What follows belongs to an exercise in optimizing a design on an open flow for small area; a production flow would make more cautious choices.
The RTL was checked by simulation tests, not by an equivalence proof against the original design.
Power is estimated from default activity; no workload was simulated.

## umber
==> flow/design.v <==
`default_nettype none
package host_pkg;
   typedef logic [15:0] term_addr_t;
   typedef logic [31:0] reg_addr_t;
   typedef logic [31:0] reg_data_t;
   typedef logic [15:0] xfer_status_t;
   typedef struct packed {
      term_addr_t term_addr;
      reg_addr_t  reg_addr;
      reg_data_t  reg_datai;
      logic       read_mode;
      logic       read;
      logic       write_mode;
      logic       write;
   } host_req_t;
   typedef struct packed {
      reg_data_t    reg_datao;
      logic         read_rdy;
      logic         write_rdy;
      xfer_status_t transfer_status;
   } host_rsp_t;
   localparam int HOST_REQ_W = 84;
   localparam int HOST_RSP_W = 50;
   localparam term_addr_t TERM_DRAM_BASE  = 16'h0010;
   localparam term_addr_t TERM_DRAM_CTRL  = 16'h0020;
   localparam term_addr_t TERM_DUMMY_FPGA = 16'h0030;
   localparam reg_data_t DUMMY_WORD = 32'hBBAA9988;
   localparam reg_addr_t CTRL_REG_CALIB  = 32'd0;
   localparam reg_addr_t CTRL_REG_ERRORS = 32'd1;
endpackage
`default_nettype wire
`default_nettype none
package mcb_pkg;
   localparam int NUM_PORTS = 4;
   typedef logic [29:0] byte_addr_t;
   typedef logic [5:0]  burst_len_t;
   typedef logic [31:0] mcb_data_t;
   typedef logic [NUM_PORTS-1:0] port_flags_t;
   typedef enum logic [2:0] {
      MCB_WRITE = 3'b000,
      MCB_READ  = 3'b001
   } mcb_instr_t;
   typedef struct packed {
      logic       cmd_en;
      mcb_instr_t cmd_instr;
      burst_len_t cmd_bl;
      byte_addr_t cmd_byte_addr;
      logic       wr_en;
      mcb_data_t  wr_data;
      logic       rd_en;
   } mcb_req_t;
   typedef struct packed {
      logic      cmd_full;
      logic      wr_full;
      logic      rd_empty;
      mcb_data_t rd_data;
      logic      wr_underrun;
      logic      rd_overflow;
   } mcb_rsp_t;
   localparam int MCB_REQ_W = 74;
   localparam int MCB_RSP_W = 37;
endpackage
`default_nettype wire
`default_nettype none
module uxn_host_chip (
   input  wire          ifclk,
   input  wire          rst,
   input  wire [15:0]   term_addr,
   input  wire [31:0]   reg_addr,
   input  wire [31:0]   reg_datai,
   input  wire          read_mode,
   input  wire          read,
   input  wire          write_mode,
   input  wire          write,
   output wire [31:0]   reg_datao,
   output wire          read_rdy,
   output wire          write_rdy,
   output wire [15:0]   transfer_status,
   input  wire          calib_done,
   output wire [3:0]    cmd_en,
   output wire [11:0]   cmd_instr,
   output wire [23:0]   cmd_bl,
   output wire [119:0]  cmd_byte_addr,
   output wire [3:0]    wr_en,
   output wire [127:0]  wr_data,
   output wire [3:0]    rd_en,
   input  wire [3:0]    cmd_full,
   input  wire [3:0]    wr_full,
   input  wire [3:0]    rd_empty,
   input  wire [127:0]  rd_data,
   input  wire [3:0]    wr_underrun,
   input  wire [3:0]    rd_overflow
);
   localparam logic [2:0] S_IDLE  = 3'b000;
   localparam logic [2:0] S_WDATA = 3'b111;
   localparam logic [2:0] S_WCMD  = 3'b011;
   localparam logic [2:0] S_RWAIT = 3'b101;
   localparam logic [2:0] S_RDISC = 3'b100;
   localparam logic [2:0] S_HOLD  = 3'b001;
   wire       is_dram  = (term_addr[15:2] == 14'h0004);
   wire       is_ctrl  = (term_addr == 16'h0020);
   wire       is_dummy = (term_addr == 16'h0030);
   wire [1:0] tp       = term_addr[1:0];
   wire       active   = is_dram & (read_mode | write_mode);
   logic        cnt_v;
   logic [1:0]  cnt_port;
   logic [15:0] word_idx;
   logic [15:0] xfer_cnt;
   wire        same       = is_dram & cnt_v & (cnt_port == tp);
   wire [15:0] word_idx_e = same ? word_idx : 16'd0;
   wire [15:0] xfer_cnt_e = same ? xfer_cnt : 16'd0;
   logic [27:0]  cur_addr;
   logic [27:16] all1;
   logic [7:0]   s_h0;
   logic [7:0]   s_h1;
   wire          c8;
   wire          c_h0;
   wire          c_h1;
   wire          c16;
   uxn_add8 #(.CI(1'b0)) add_lo (
      .a  (reg_addr[7:0]),
      .b  (word_idx_e[7:0]),
      .s  (cur_addr[7:0]),
      .co (c8)
   );
   uxn_add8 #(.CI(1'b0)) add_h0 (
      .a  (reg_addr[15:8]),
      .b  (word_idx_e[15:8]),
      .s  (s_h0),
      .co (c_h0)
   );
   uxn_add8 #(.CI(1'b1)) add_h1 (
      .a  (reg_addr[15:8]),
      .b  (word_idx_e[15:8]),
      .s  (s_h1),
      .co (c_h1)
   );
   assign cur_addr[15:8] = c8 ? s_h1 : s_h0;
   assign c16            = c8 ? c_h1 : c_h0;
   uxn_ones12 ones_hi (
      .a   (reg_addr[26:16]),
      .all (all1)
   );
   for (genvar i = 16; i < 28; i++) begin : g_ainc
      assign cur_addr[i] = reg_addr[i] ^ (c16 & all1[i]);
   end
   logic [3:0] wrdy_p;
   logic [3:0] hold_p;
   logic [3:0] acc_p;
   logic [3:0] ird_p;
   logic [3:0] tk_p;
   for (genvar p = 0; p < 4; p++) begin : g_port
      logic [2:0]  st;
      logic [2:0]  st_n;
      logic [27:0] wr_addr_n;    
      logic [31:0] wr_word;
      wire sel  = is_dram & (tp == p);
      wire rm   = sel & read_mode;
      wire wm   = sel & write_mode;
      wire idle  = (st == S_IDLE);
      wire wdata = (st == S_WDATA);
      wire wcmd  = (st == S_WCMD);
      wire rwait = (st == S_RWAIT);
      wire rdisc = (st == S_RDISC);
      wire hold  = (st == S_HOLD);
      wire wrdy  = idle & ~cmd_full[p] & ~wr_full[p];
      wire acc   = sel & write & wrdy;
      wire ird   = idle & rm & ~wm & ~cmd_full[p];
      wire iwr   = wcmd & ~cmd_full[p];
      wire drain = (rwait | rdisc) & ~rd_empty[p];
      always_comb begin
         case (st)
            S_IDLE:  st_n = acc ? S_WDATA : (ird ? S_RWAIT : S_IDLE);
            S_WDATA: st_n = wr_full[p] ? S_WDATA : S_WCMD;
            S_WCMD:  st_n = cmd_full[p] ? S_WCMD : S_IDLE;
            S_RWAIT: st_n = drain ? (rm ? S_HOLD : S_IDLE) : (rm ? S_RWAIT : S_RDISC);
            S_RDISC: st_n = drain ? S_IDLE : S_RDISC;
            S_HOLD:  st_n = (read | ~rm) ? S_IDLE : S_HOLD;
            default: st_n = S_IDLE;
         endcase
      end
      always_ff @(posedge ifclk) begin
         if (rst) st <= S_IDLE;
         else     st <= st_n;
      end
      always_ff @(posedge ifclk) begin
         if (idle) begin
            wr_addr_n <= ~cur_addr;
            wr_word <= reg_datai;
         end
      end
      assign wrdy_p[p] = wrdy;
      assign hold_p[p] = hold;
      assign acc_p[p]  = acc;
      assign ird_p[p]  = ird;
      assign tk_p[p]   = hold & sel & read;
      assign cmd_en[p]                 = iwr | ird;
      assign cmd_instr[p*3 +: 3]       = {2'b00, ~wcmd};
      assign cmd_bl[p*6 +: 6]          = 6'd0;
      assign cmd_byte_addr[p*30 +: 30] = {(wcmd ? ~wr_addr_n : cur_addr), 2'b00};
      assign wr_en[p]                  = wdata & ~wr_full[p];
      assign wr_data[p*32 +: 32]       = wr_word;
      assign rd_en[p]                  = drain;
   end
   wire sel_hold = is_dram & hold_p[tp];
   wire sel_wrdy = wrdy_p[tp];
   wire [16:0] wi_c;
   wire [16:0] xc_c;
   wire [15:0] word_idx_n;
   wire [15:0] xfer_cnt_n;
   assign wi_c[0] = (|acc_p) | (|ird_p);
   assign xc_c[0] = (|acc_p) | (|tk_p);
   for (genvar i = 0; i < 16; i++) begin : g_inc
      assign word_idx_n[i] = word_idx_e[i] ^ wi_c[i];
      assign wi_c[i+1]     = word_idx_e[i] & wi_c[i];
      assign xfer_cnt_n[i] = xfer_cnt_e[i] ^ xc_c[i];
      assign xc_c[i+1]     = xfer_cnt_e[i] & xc_c[i];
   end
   always_ff @(posedge ifclk) begin
      cnt_port <= tp;
      word_idx <= word_idx_n;
      xfer_cnt <= xfer_cnt_n;
      if (rst) cnt_v <= 1'b0;
      else     cnt_v <= active;
   end
   logic [31:0] rd_word;
   always_ff @(posedge ifclk) begin
      if (!sel_hold) rd_word <= rd_data[tp*32 +: 32];
   end
   logic       calib_q;
   logic [3:0] underrun_q;
   logic [3:0] overflow_q;
   always_ff @(posedge ifclk) begin
      if (rst) begin
         calib_q    <= 1'b0;
         underrun_q <= 4'd0;
         overflow_q <= 4'd0;
      end else begin
         calib_q    <= calib_done;
         underrun_q <= underrun_q | wr_underrun;
         overflow_q <= overflow_q | rd_overflow;
      end
   end
   logic [31:0] ctrl_data;
   always_comb begin
      case (reg_addr)
         32'd0:   ctrl_data = {31'd0, calib_q};
         32'd1:   ctrl_data = {24'd0, overflow_q, underrun_q};
         default: ctrl_data = 32'd0;
      endcase
   end
   assign reg_datao       = ({32{is_dram}}  & rd_word)       |
                            ({32{is_dummy}} & 32'hBBAA9988) |
                            ({32{is_ctrl}}  & ctrl_data);
   assign read_rdy        = ~is_dram | sel_hold;
   assign write_rdy       = ~is_dram | sel_wrdy;
   assign transfer_status = xfer_cnt_e;
endmodule
module uxn_ones12 (
   input  wire [26:16] a,
   output wire [27:16] all
);
   assign all[16] = 1'b1;
   for (genvar i = 17; i < 28; i++) begin : g_all
      assign all[i] = all[i-1] & a[i-1];
   end
endmodule
module uxn_add8 #(
   parameter logic CI = 1'b0
) (
   input  wire [7:0] a,
   input  wire [7:0] b,
   output wire [7:0] s,
   output wire       co
);
   wire [8:0] c;
   assign c[0] = CI;
   for (genvar i = 0; i < 8; i++) begin : g_bit
      assign s[i]   = a[i] ^ b[i] ^ c[i];
      assign c[i+1] = (a[i] & b[i]) | (c[i] & (a[i] ^ b[i]));
   end
   assign co = c[8];
endmodule
`default_nettype wire
==> flow/config.mk <==
export PLATFORM = sky130hd
export DESIGN_NAME = uxn_host_chip
export DESIGN_NICKNAME = uxn_host_chip
export VERILOG_FILES = /design/flow/design.v
export SDC_FILE = /design/flow/constraint.sdc
export NUM_CORES = 4
export LEC_CHECK = 0
export ABC_AREA = 1
export CAP_MARGIN = 20
export CORE_MARGIN = 2
export CORE_UTILIZATION = 40
export CTS_BUF_LIST = sky130_fd_sc_hd__clkbuf_16
export CTS_CLUSTER_DIAMETER = 100
export CTS_CLUSTER_SIZE = 30
export SLEW_MARGIN = 20
export SYNTH_HIERARCHICAL = 1
export SYNTH_MINIMUM_KEEP_SIZE = 0
==> flow/constraint.sdc <==
create_clock -name core_clock -period 10.0 [get_ports {ifclk}]
set_input_delay 2.0000 -clock core_clock [delete_from_list [all_inputs] [get_ports {ifclk}]]
set_output_delay 2.0000 -clock core_clock [all_outputs]
set_load 0.01 [all_outputs]
standard.sh (not shown) runs the stock make flow with config.mk's settings and CLKGATE_MAP_FILE= SYNTH_SCRIPT=/design/flow/synth_recipe.tcl, a recipe that flattens the netlist after the stock synthesis.
==> flow/flow/run.sh <==
#!/bin/bash
# ORFS layout as standard.sh runs it, with three changes:
#  - the ports get the smallest buffer (buf_1) instead of the default choice;
#  - ABC's area script is replaced by flow/abc_area.script (a choice-based
#    area mapper). Registers are mapped before ABC runs, so they stay exactly
#    those of the standard synthesis;
#  - the constant outputs share the one tie cell synthesis gives them
#    instead of one tie cell each.
set -euo pipefail
here=$(pwd)
rm -rf "$here/scripts_x"
cp -r "$FLOW_HOME/scripts" "$here/scripts_x"
cp "$here/flow/abc_area.script" "$here/scripts_x/abc_area.script"
export SCRIPTS_DIR="$here/scripts_x"
export BUFFER_PORTS_ARGS="-buffer_cell sky130_fd_sc_hd__buf_1"
export SKIP_REPAIR_TIE_FANOUT=1
bash standard.sh synth > synth.log 2>&1
bash standard.sh > layout.log 2>&1
==> flow/flow/abc_area.script <==
strash
&get -n
&syn2
&synch2
&put
dch -f
amap
topo
umber ran to completion and came out clean on the timing, DRC and antenna checks.
> inputs changed (umber -> ember)
# umber
export LEC_CHECK = 0
export ABC_AREA = 1
export CAP_MARGIN = 20
export CORE_MARGIN = 2
export CORE_UTILIZATION = 40
export CTS_BUF_LIST = sky130_fd_sc_hd__clkbuf_16
export CTS_CLUSTER_DIAMETER = 100
export CTS_CLUSTER_SIZE = 30
export SLEW_MARGIN = 20
export SYNTH_HIERARCHICAL = 1
export SYNTH_MINIMUM_KEEP_SIZE = 0
create_clock -name core_clock -period 10.0 [get_ports {ifclk}]
# ember
export LEC_CHECK = 0
export ABC_AREA = 1
export CAP_MARGIN = 20
export CORE_MARGIN = 2
export CORE_UTILIZATION = 48
export CTS_BUF_LIST = sky130_fd_sc_hd__clkbuf_16
export CTS_CLUSTER_DIAMETER = 100
export CTS_CLUSTER_SIZE = 30
export SLEW_MARGIN = 20
export SYNTH_HIERARCHICAL = 1
export SYNTH_MINIMUM_KEEP_SIZE = 0
create_clock -name core_clock -period 10.0 [get_ports {ifclk}]
==> flow/flow/run.sh <==
#!/bin/bash
set -euo pipefail
here=$(pwd)
rm -rf "$here/scripts_x"
cp -r "$FLOW_HOME/scripts" "$here/scripts_x"
cp "$here/flow/abc_area.script" "$here/scripts_x/abc_area.script"
export SCRIPTS_DIR="$here/scripts_x"
export BUFFER_PORTS_ARGS="-buffer_cell sky130_fd_sc_hd__buf_1"
export SKIP_REPAIR_TIE_FANOUT=1
export CTS_ARGS="-sink_clustering_enable -repair_clock_nets -sink_clustering_size 30 -sink_clustering_max_diameter 100 -buf_list sky130_fd_sc_hd__clkbuf_16 -dont_use_dummy_load -root_buf sky130_fd_sc_hd__clkbuf_4"
bash standard.sh synth > synth.log 2>&1
bash standard.sh > layout.log 2>&1
--- a/flow/flow/abc_area.script
+++ b/flow/flow/abc_area.script
@@ -7 +7 @@
-amap
+amap -F 4 -A 10
==> summary.txt <==
- The final layout from ember, which completed every stage, passed the timing, DRC and antenna checks at the end of the flow.
- Going from umber to ember, final wirelength shrinks by about 1.5%.
- Status: total standard cell area after synthesis parity (umber, ember)
- Of ember and umber, it is ember that has the lower area added between synthesis and finish.
- The run showing the greater cell area power density is umber.
- The final reports for ember and umber show post-place setup slack higher in the former.
- Going from umber to ember, final worst setup slack picked up an extra 230 ps; maximum clock frequency picked up an extra 0.0026 GHz; die extent in y lost about 9%.
Modified inputs, nickel compared to ember
# ember
export LEC_CHECK = 0
export ABC_AREA = 1
export CAP_MARGIN = 20
export CORE_MARGIN = 2
export CORE_UTILIZATION = 48
export CTS_BUF_LIST = sky130_fd_sc_hd__clkbuf_16
export CTS_CLUSTER_DIAMETER = 100
export CTS_CLUSTER_SIZE = 30
export SLEW_MARGIN = 20
export SYNTH_HIERARCHICAL = 1
export SYNTH_MINIMUM_KEEP_SIZE = 0
create_clock -name core_clock -period 10.0 [get_ports {ifclk}]
# nickel
export LEC_CHECK = 0
export ABC_AREA = 1
export CAP_MARGIN = 20
export CORE_MARGIN = 2
export CORE_UTILIZATION = 40
export CTS_BUF_LIST = sky130_fd_sc_hd__clkbuf_16
export CTS_CLUSTER_DIAMETER = 100
export CTS_CLUSTER_SIZE = 30
export SLEW_MARGIN = 20
export SYNTH_HIERARCHICAL = 1
export SYNTH_MINIMUM_KEEP_SIZE = 0
create_clock -name core_clock -period 10.0 [get_ports {ifclk}]
--- a/flow/flow/run.sh
+++ b/flow/flow/run.sh
@@ -10 +10 @@
-export CTS_ARGS="-sink_clustering_enable -repair_clock_nets -sink_clustering_size 30 -sink_clustering_max_diameter 100 -buf_list sky130_fd_sc_hd__clkbuf_16 -dont_use_dummy_load -root_buf sky130_fd_sc_hd__clkbuf_4"
+export CTS_ARGS="-sink_clustering_enable -repair_clock_nets -sink_clustering_size 30 -sink_clustering_max_diameter 100 -buf_list sky130_fd_sc_hd__clkbuf_16 -dont_use_dummy_load"
==> flow/flow/abc_area.script <==
strash
&get -n
&syn2
&synch2
&put
dch -f
amap
topo
## What came out
Between ember and nickel, count of routing violations after the opening detailed-route iteration is lower for nickel, ember comes in above that. Of nickel and ember, it is nickel that has the higher area inside the core boundary. nickel consumes more power than ember does.
Edits applied to the flow inputs when going from nickel to violet:
--- a/flow/flow/run.sh
+++ b/flow/flow/run.sh
@@ -10 +10 @@
-export CTS_ARGS="-sink_clustering_enable -repair_clock_nets -sink_clustering_size 30 -sink_clustering_max_diameter 100 -buf_list sky130_fd_sc_hd__clkbuf_16 -dont_use_dummy_load"
+export CTS_ARGS="-sink_clustering_enable -repair_clock_nets -sink_clustering_size 30 -sink_clustering_max_diameter 100 -buf_list sky130_fd_sc_hd__clkbuf_16 -dont_use_dummy_load -root_buf sky130_fd_sc_hd__clkbuf_4"
[summary]
On total routing usage reported by global routing, nickel and violet are neck and neck.
Comparing violet against nickel, there is no change at all in count of clock tree sinks.
In terms of wire length, violet and nickel differ only marginally.
On area growth from synthesis to layout: violet sits below nickel.
violet packs its core looser than nickel.
Looking at area of all placed cells without fillers across nickel and violet, the one that comes out lower is violet.

afterwards: timing with drivers on the ports:
How much do the figures lean on ideal ports? The routed layouts below were timed once more, with nothing changed but the port constraints. Step 1 sets driving cells, clkbuf_16 on the clock port and buf_2 on the other inputs (assumed; they add their load-dependent delay and slew). Step 2 times the ports against the registers' clock, not the clock port: input delays grow and output delays shrink by t, the midpoint of the rising clock arrivals with the driver on. a / b / c = ideal / step 1 / step 2; a / b = the first two.
run	shift t [ns]	setup slack, ns	latest minus earliest clock arrival (ns)
umber	0.558	0.342 / 0.319 / 0.319	0.034 / 0.034
ember	0.718	0.574 / 0.530 / 0.530	0.035 / 0.035
nickel	0.547	0.343 / 0.320 / 0.320	0.060 / 0.060
violet	0.724	0.329 / 0.306 / 0.306	0.140 / 0.140
After both steps every run listed still meets setup and hold. The setup slack of ember, which loses most, moves by -0.044 ns with the drivers and by -0.044 ns with both steps.
